Context: an optimization exercise on an open-source flow, tuned for small area. The choices shown serve that exercise and are no tape-out recipe.
The RTL was checked by simulation tests, not by an equivalence proof against the original design.
Power figures rest on the tool's default switching activity, not on a simulated workload. The flow treats the clock pin as an ideal source, which a real chip does not have.

==> design.v <==
module csr_regfile_hs #(
   parameter int unsigned              DATA_WIDTH  = 32,
   parameter int unsigned              ADDR_WIDTH  = 6,
   parameter int unsigned              DEPTH       = 48,
   parameter logic [DATA_WIDTH-1:0]    RESET_VALUE = 32'h5A5A_0F0F
) (
   input  logic                        clk,
   input  logic                        rst_n,
   input  logic [ADDR_WIDTH-1:0]       w_addr,
   input  logic [DATA_WIDTH-1:0]       wdata,
   input  logic [DATA_WIDTH/8-1:0]     wstrb,
   input  logic                        csr_write_enable,
   output logic                        w_err,
   input  logic [ADDR_WIDTH-1:0]       r_addr,
   input  logic                        csr_read_enable,
   output logic                        csr_read_ready,
   output logic [DATA_WIDTH-1:0]       rdata,
   output logic                        rvalid,
   input  logic                        rready,
   output logic                        r_err
);
   localparam int unsigned           NumBytes  = DATA_WIDTH / 8;
   localparam int unsigned           NumGroups = (DEPTH + 2) / 3;
   localparam logic [ADDR_WIDTH:0]   DepthW    = (ADDR_WIDTH + 1)'(DEPTH);
   logic                    state_q;
   logic                    phase_q;
   logic [DATA_WIDTH-1:0]   mem_q [DEPTH];
   logic [DATA_WIDTH-1:0]   mem_d [DEPTH];
   logic [DEPTH-1:0]        wsel;
   logic [DEPTH-1:0]        rsel;
   logic [NumBytes-1:0]     wen   [DEPTH];
   logic [NumBytes-1:0]     wen_n [DEPTH];
   logic [DATA_WIDTH-1:0]   wval_n;
   logic [NumGroups-1:0]    grp_n [DATA_WIDTH];
   logic [DATA_WIDTH-1:0]   rd_raw;
   logic [DATA_WIDTH-1:0]   rd_word;
   logic                    w_in_range;
   logic                    r_in_range;
   logic                    hit;
   logic                    accept;
   assign w_in_range     = ({1'b0, w_addr} < DepthW);
   assign r_in_range     = ({1'b0, r_addr} < DepthW);
   assign rvalid         = state_q;
   assign csr_read_ready = ~state_q | rready;
   assign accept         = csr_read_enable & csr_read_ready;
   always_comb begin
      for (int i = 0; i < DEPTH; i++) begin
         wsel[i] = csr_write_enable & (w_addr == i[ADDR_WIDTH-1:0]);
         rsel[i] = (r_addr == i[ADDR_WIDTH-1:0]);
      end
   end
   always_ff @(posedge clk) begin
      if (!rst_n) phase_q <= 1'b0;
      else        phase_q <= ~phase_q;
   end
   logic [DEPTH-1:0]        wrow;
   logic [NumBytes-1:0]     wlane;
   assign wrow  = wsel | {DEPTH{~rst_n}};
   assign wlane = wstrb | {NumBytes{~rst_n}};
   for (genvar i = 0; i < DEPTH; i++) begin : g_wen
      for (genvar b = 0; b < NumBytes; b++) begin : g_lane
         csr_regfile_hs_wen u_wen (
            .row (wrow[i]), .lane (wlane[b]), .en (wen[i][b]), .en_n (wen_n[i][b]));
      end
   end
   assign wval_n = rst_n ? (wdata ^ {DATA_WIDTH{phase_q}}) : ~RESET_VALUE;
   for (genvar i = 0; i < DEPTH; i++) begin : g_reg
      for (genvar k = 0; k < DATA_WIDTH; k++) begin : g_bit
         csr_regfile_hs_bit u_bit (
            .q      (mem_q[i][k]),
            .en     (wen[i][k/8]),
            .en_n   (wen_n[i][k/8]),
            .wval_n (wval_n[k]),
            .d      (mem_d[i][k])
         );
      end
   end
   always_ff @(posedge clk) begin
      for (int i = 0; i < DEPTH; i++) mem_q[i] <= mem_d[i];
   end
   for (genvar g = 0; g < NumGroups; g++) begin : g_grp
      for (genvar k = 0; k < DATA_WIDTH; k++) begin : g_bit
         logic [2:0] d, s;
         for (genvar j = 0; j < 3; j++) begin : g_in
            if (3*g + j < DEPTH) begin : g_used
               assign d[j] = mem_q[3*g+j][k];
               assign s[j] = rsel[3*g+j];
            end else begin : g_unused
               assign d[j] = 1'b0;
               assign s[j] = 1'b0;
            end
         end
         csr_regfile_hs_aoi222 u_aoi (.d(d), .s(s), .y_n(grp_n[k][g]));
      end
   end
   always_comb begin
      for (int k = 0; k < DATA_WIDTH; k++) rd_raw[k] = ~(&grp_n[k]);
      rd_raw = r_in_range ? (rd_raw ^ {DATA_WIDTH{phase_q}}) : '0;
      hit    = csr_write_enable & r_in_range & (w_addr == r_addr);
      for (int b = 0; b < NumBytes; b++)
         rd_word[8*b +: 8] = (hit && wstrb[b]) ? wdata[8*b +: 8] : rd_raw[8*b +: 8];
   end
   always_ff @(posedge clk) begin
      if (!rst_n) begin
         state_q <= 1'b0;
         w_err   <= 1'b0;
      end else begin
         w_err <= csr_write_enable & ~w_in_range;
         if (accept)      state_q <= 1'b1;
         else if (rready) state_q <= 1'b0;
      end
   end
   always_ff @(posedge clk) begin
      if (accept) begin
         rdata <= rd_word;
         r_err <= ~r_in_range;
      end
   end
endmodule
module csr_regfile_hs_bit (
   input  logic q,
   input  logic en,
   input  logic en_n,
   input  logic wval_n,
   output logic d
);
   assign d = ~((q | en) & (en_n | wval_n));
endmodule
module csr_regfile_hs_aoi222 (
   input  logic [2:0] d,
   input  logic [2:0] s,
   output logic       y_n
);
   assign y_n = ~|(d & s);
endmodule
module csr_regfile_hs_wen (
   input  logic row,
   input  logic lane,
   output logic en,
   output logic en_n
);
   assign en_n = ~(row & lane);
   csr_regfile_hs_inv u_inv (.a(en_n), .y(en));
endmodule
module csr_regfile_hs_inv (
   input  logic a,
   output logic y
);
   assign y = ~a;
endmodule
==> flow/run.sh <==
#!/bin/bash
# The standard layout (standard.sh) with a few extra ORFS settings:
#  - port buffers use the smallest buffer cell,
#  - CTS inserts no dummy loads,
#  - before global placement, cells synthesized at size _0 get the same-area size _1
#    (more drive, so placement's repair needs fewer buffers).
# make's full output goes to flow.log; each ORFS step logs under orfs/logs/.
set -euo pipefail
export BUFFER_PORTS_ARGS="-buffer_cell sky130_fd_sc_hd__buf_1"
export CTS_ARGS="-sink_clustering_enable -repair_clock_nets -sink_clustering_size 30 -sink_clustering_max_diameter 100 -dont_use_dummy_load"
export PRE_GLOBAL_PLACE_TCL="$PWD/flow/swap0.tcl"
bash standard.sh > flow.log 2>&1
==> flow/swap0.tcl <==
# Give every cell that has a "_0" size the "_1" size of the same area (and larger drive).
set n 0
foreach inst [[ord::get_db_block] getInsts] {
  set m [[$inst getMaster] getName]
  if {[regexp {^sky130_fd_sc_hd__(o21ai|a21boi|and2|or2|o311ai)_0$} $m -> base]} {
    set new [[ord::get_db] findMaster sky130_fd_sc_hd__${base}_1]
    if {$new ne "NULL" && $new ne ""} { $inst swapMaster $new; incr n }
  }
}
puts "swap0: resized $n cells from _0 to _1"
==> standard.sh <==
#!/bin/bash
# synth_recipe.tcl (not shown) runs the flow's synth.tcl, then flattens the netlist and writes it again
# the make line also repeats each setting of config.mk as NAME=value (left out here)
make -C /OpenROAD-flow-scripts/flow DESIGN_CONFIG=/design/flow/config.mk WORK_HOME=/design/flow/orfs CLKGATE_MAP_FILE= SYNTH_SCRIPT=/design/flow/synth_recipe.tcl "${@:-finish}"
==> config.mk <==
export PLATFORM = sky130hd
export DESIGN_NAME = csr_regfile_hs
export DESIGN_NICKNAME = csr_regfile_hs
export VERILOG_FILES = /design/flow/design.v
export SDC_FILE = /design/flow/constraint.sdc
export NUM_CORES = 4
export LEC_CHECK = 0
export CAP_MARGIN = 20
export CORE_MARGIN = 2
export CORE_UTILIZATION = 65
export CTS_CLUSTER_DIAMETER = 100
export CTS_CLUSTER_SIZE = 30
export SETUP_SLACK_MARGIN = 0.2
export SLEW_MARGIN = 20
export SYNTH_HIERARCHICAL = 1
==> constraint.sdc <==
create_clock -name core_clock -period 5.5 [get_ports {clk}]
set_input_delay 1.1000 -clock core_clock [delete_from_list [all_inputs] [get_ports {clk}]]
set_output_delay 1.1000 -clock core_clock [all_outputs]
set_load 0.01 [all_outputs]
==> summary.txt <==
Run status
  • Status: no timing/DRC/antenna violations

Placed design
  • Total placed cells including tap cells: around 5,700
  • Placement Setup Slack: 1.015 ns
  • GP Congestion: around 1.0
  • Dpl hpwl: ~130,000 µm
  • # port buffers: 88

Layout
  • Most frequent cells in the layout: dfxtp_1 (1,538), o22ai_1 (1,536), a222oi_1 (512)
  • Filler Cell Count: 5,681
  • Share of layout cells above drive strength 1: 0.06285
  • Area of the multi-input gates: around 19,000 µm²
  • Fin util: 0.7148
  • Final #Nets: ~4,800
  • Fin cells: approximately 5,800
  • Seq. cell area: about 32,000 µm²
  • Commonest non-fill, non-tap cell in the layout: dfxtp_1
  • Area grow syn2layout: 8.445%

Worst setup path
  • Critical path class: in2reg
  • Worst EP required: 5.95 ns
  • CP delay by family, top: simple AND/OR/NAND/NOR gates
  • CP Buf/Inv Count: 1
  • Worst-path cell chain: buf_1, nor2b_1, nand2_1, nor2_4, a222oi_1, nand4_1, nor4_1, mux2i_1, mux2_2
  • Worst path arrival time: 4.41 ns
  • Worst path max stage delay: 0.92 ns
  • Max FO, Critical Path: 32
  • Critical path endpoint category: register
  • Startpoint types: input port
  • Max stage delay cell, worst path: nor2_4

Synth
  • Top cell type's share of synthesized area: 0.6014
  • Syn Inst Count: ~4,500
  • Area leader, netlist: dfxtp_1
  • Mapped Nets: roughly 4,600
  • Async set or reset register ratio after synthesis: 0
  • Prevailing post-synth register cell: dfxtp_1
  • Cells taking the most area after synthesis: dfxtp_1 (60%), o22ai_1 (19%), a222oi_1 (10%)
  • Post-Syn Area: about 51,000 µm²
  • Avg Cell Area, Syn: ~11 µm²
  • Number of synthesis warnings: 13
  • Seq/Total Area, Yosys: 0.6207
  • Distinct cell type count after synthesis: 31
  • Flops & latches, synth: 1,572
  • Post-synth EDFFs: 33

Route
  • DRC errors left: 0
  • Via count: 46,700
  • Routed Antenna Nets: 0
  • Drt first-iter violations: 9,761
  • Wire per inst: between 30 and 40 µm
  • First drt pass iteration count: 14
  • Vias per cell: 8.107
  • Final wirelength: just under 200,000 µm

Die
  • DIE WIDTH: roughly 280 µm
  • Die height: around 280 µm
  • # IOs: about 90
  • Placement row count: 102
  • Initial Util: 0.6591
  • Core Region: around 80,000 µm²
  • Die Footprint: between 80,000 and 90,000 µm²

STA
  • Final Hold Viols: 0
  • RSZ-0062 raised after global routing: no
  • Max-slew violation count: 0
  • Final Skew: between 0.05 and 0.06 ns
  • Final worst slack: ~1.5 ns
  • Pin slew with the least headroom to its limit: 1.317 ns
  • Fmax: between 200 and 300 MHz
  • Setup TNS Final: 0 ns
  • Post-layout min period: 3.967 ns
  • Period Utilization, post-route: 0.7212
  • Endpoints failing setup: 0
  • Max-slew headroom: 0.1158

CTS
  • Number of buffers created by CTS: 58
  • CTS resizes: 0
  • CTS H-tree lvls: 2
  • Hold-fix buffers at CTS: 0
  • Root buf cell: clkbuf_16
  • Clock latency on the worst-skew pair: 0.70 ns
  • Post CTS Setup Buffer Count: 0
  • # clock sinks: roughly 1,600
  • Clock slew at reported path FFs: about 0.11 ns
  • TritonCTS clock tree: done
  • Clock Tree Buf Depth: 3

Power
  • Max VDD drop: ~360 µV
  • Leakage: between 20 and 25 nW
  • Overall Power: between 20 and 25 mW
  • Power per cell area: 405.2 nW/µm²

Min path
  • Hold/Removal Path Class: reg2reg

GRT
  • Top Usage Layer GRT: met1
  • GRT Total Usage: 0.4587
  • Met2 GRT Util: 0.6232
  • Met3 Resource Use GR: 0.1458
  • First-pass GRT wire length: 281,200 µm
  • Vias in the first global route: about 41,000
  • Met1 Use GR: 0.6271
  • Largest net degree at the start of global routing: between 70 and 80
  • Grt ovf: 0
  • Initial antenna violation count: 17

Run
  • Max Cap Violations: 0
-- per-module statistics from Yosys, one instance, submodules excluded --
module / copies in the design / cell area, µm² / flip-flops and latches
csr_regfile_hs_inv: 192 / 3.754 / 0
csr_regfile_hs: 1 / 35050 / 1572
csr_regfile_hs_bit: 1536 / 6.256 / 0
csr_regfile_hs_aoi222: 512 / 10.01 / 0
csr_regfile_hs_wen: 192 / 3.754 / 0
-- per-layer routing --
layer / part of all wire / routed length (µm)
met3: 0.16 / 30470
met4: 0.079 / 15380
met2: 0.40 / 77600
met5: 0.0020 / 386
met1: 0.36 / 70960
-- state kept, by name (all words and copies together), names as in the netlist --
register / flops
state_q: 1
rdata: 32
phase_q: 1
w_err: 1
mem_q: 1536
r_err: 1
-- per-stage QoR --
stage / area (µm²) / hold slack (ns)
finish: 55560 / 0.4508
global route: 55530 / 0.4602
global placement: 53880 / 0.4290
detailed placement: 53970 / 0.4363
CTS: 55420 / 0.4501
floorplan: 51230 / 0.4213
-- power breakdown --
part,total [mW],internal (mW),switching (mW)
combinational,2.89,1.06,1.83
sequential,14.4,13.2,1.14
clock,5.27,1.90,3.37
-- kinds of logic after synthesis --
| group | count (synthesis) | synth area share |
|---|---|---|
| compound gates | 2098 | 0.2927 |
| xor+xnor | 37 | 0.006912 |
| buf+inv | 230 | 0.01702 |
| flops | 1572 | 0.6207 |
| mux | 64 | 0.01329 |
| simple gates | 501 | 0.04931 |
-- cell usage after synthesis, types with 9 or more instances --
cell      count
nor2b_1       9
o22ai_1    1536
a222oi_1    512
and2_1       18
mux2i_1      32
nand2b_1      9
nand4_1     130
edfxtp_1     33
nor4_1       38
mux2_2       29
nand3_1      10
xnor2_1      16
xor2_1       17
nor2_1       47
dfxtp_1    1539
o21ai_0      48
inv_1       193
clkbuf_1     30
nand2_1     228
-- final cells by class --
| class | instances | area share |
|---|---|---|
| antenna | 10 | 0.0004504 |
| clock buffer | 58 | 0.02612 |
| inverter | 193 | 0.01304 |
| multi-input combinational | 2700 | 0.3433 |
| sequential | 1572 | 0.5724 |
| tap | 1040 | 0.02342 |
| timing repair buffer | 187 | 0.02124 |
-- path summary, 6_finish.rpt --
| kind | slack (ns) | startpoint | depth (start not counted) | end |
|---|---|---|---|---|
| min reg2reg | 0.45 | mem_q[7][24] | 1 | mem_q[7][24] |
| min | 0.45 | mem_q[7][24] | 1 | mem_q[7][24] |
| max reg2reg | 2.74 | phase_q | 4 | rdata[26] |
| max | 1.53 | r_addr[3] | 9 | rdata[2] |
-- worst reg2reg max path: cells and delay by family (launching register included) --
family	cells	cell delay (ns)
flip-flops	1	0.95
AND/OR/NAND/NOR	1	0.79
buffers and inverters	1	0.48
multiplexers	2	0.40

## afterwards: timing with drivers on the ports
How much do the figures lean on ideal ports? The routed layout below was timed once more, with nothing changed but the port constraints.
Step 1 sets driving cells, clkbuf_16 on the clock port and buf_2 on the other inputs (assumed; they add their load-dependent delay and slew).
Step 2 adds t to the input delays and takes it off the output delays; t is the mean of the earliest and latest rising clock arrival at the registers after step 1. Input paths then give back, and output paths get back, about the clock's delay inside the block.
Three values: ideal ports, drivers, drivers and shift; two values: the first two.
t, ns: 0.750
slack for setup (ns): 1.533 / 1.521 / 0.771
hold WS [ns]: 0.451 / 0.451 / 0.451
latest minus earliest clock arrival (ns): 0.063 / 0.063
After both steps this run still meets setup and hold. For this run, drivers alone change the setup slack by -0.012 ns; drivers and shift together by -0.762 ns.
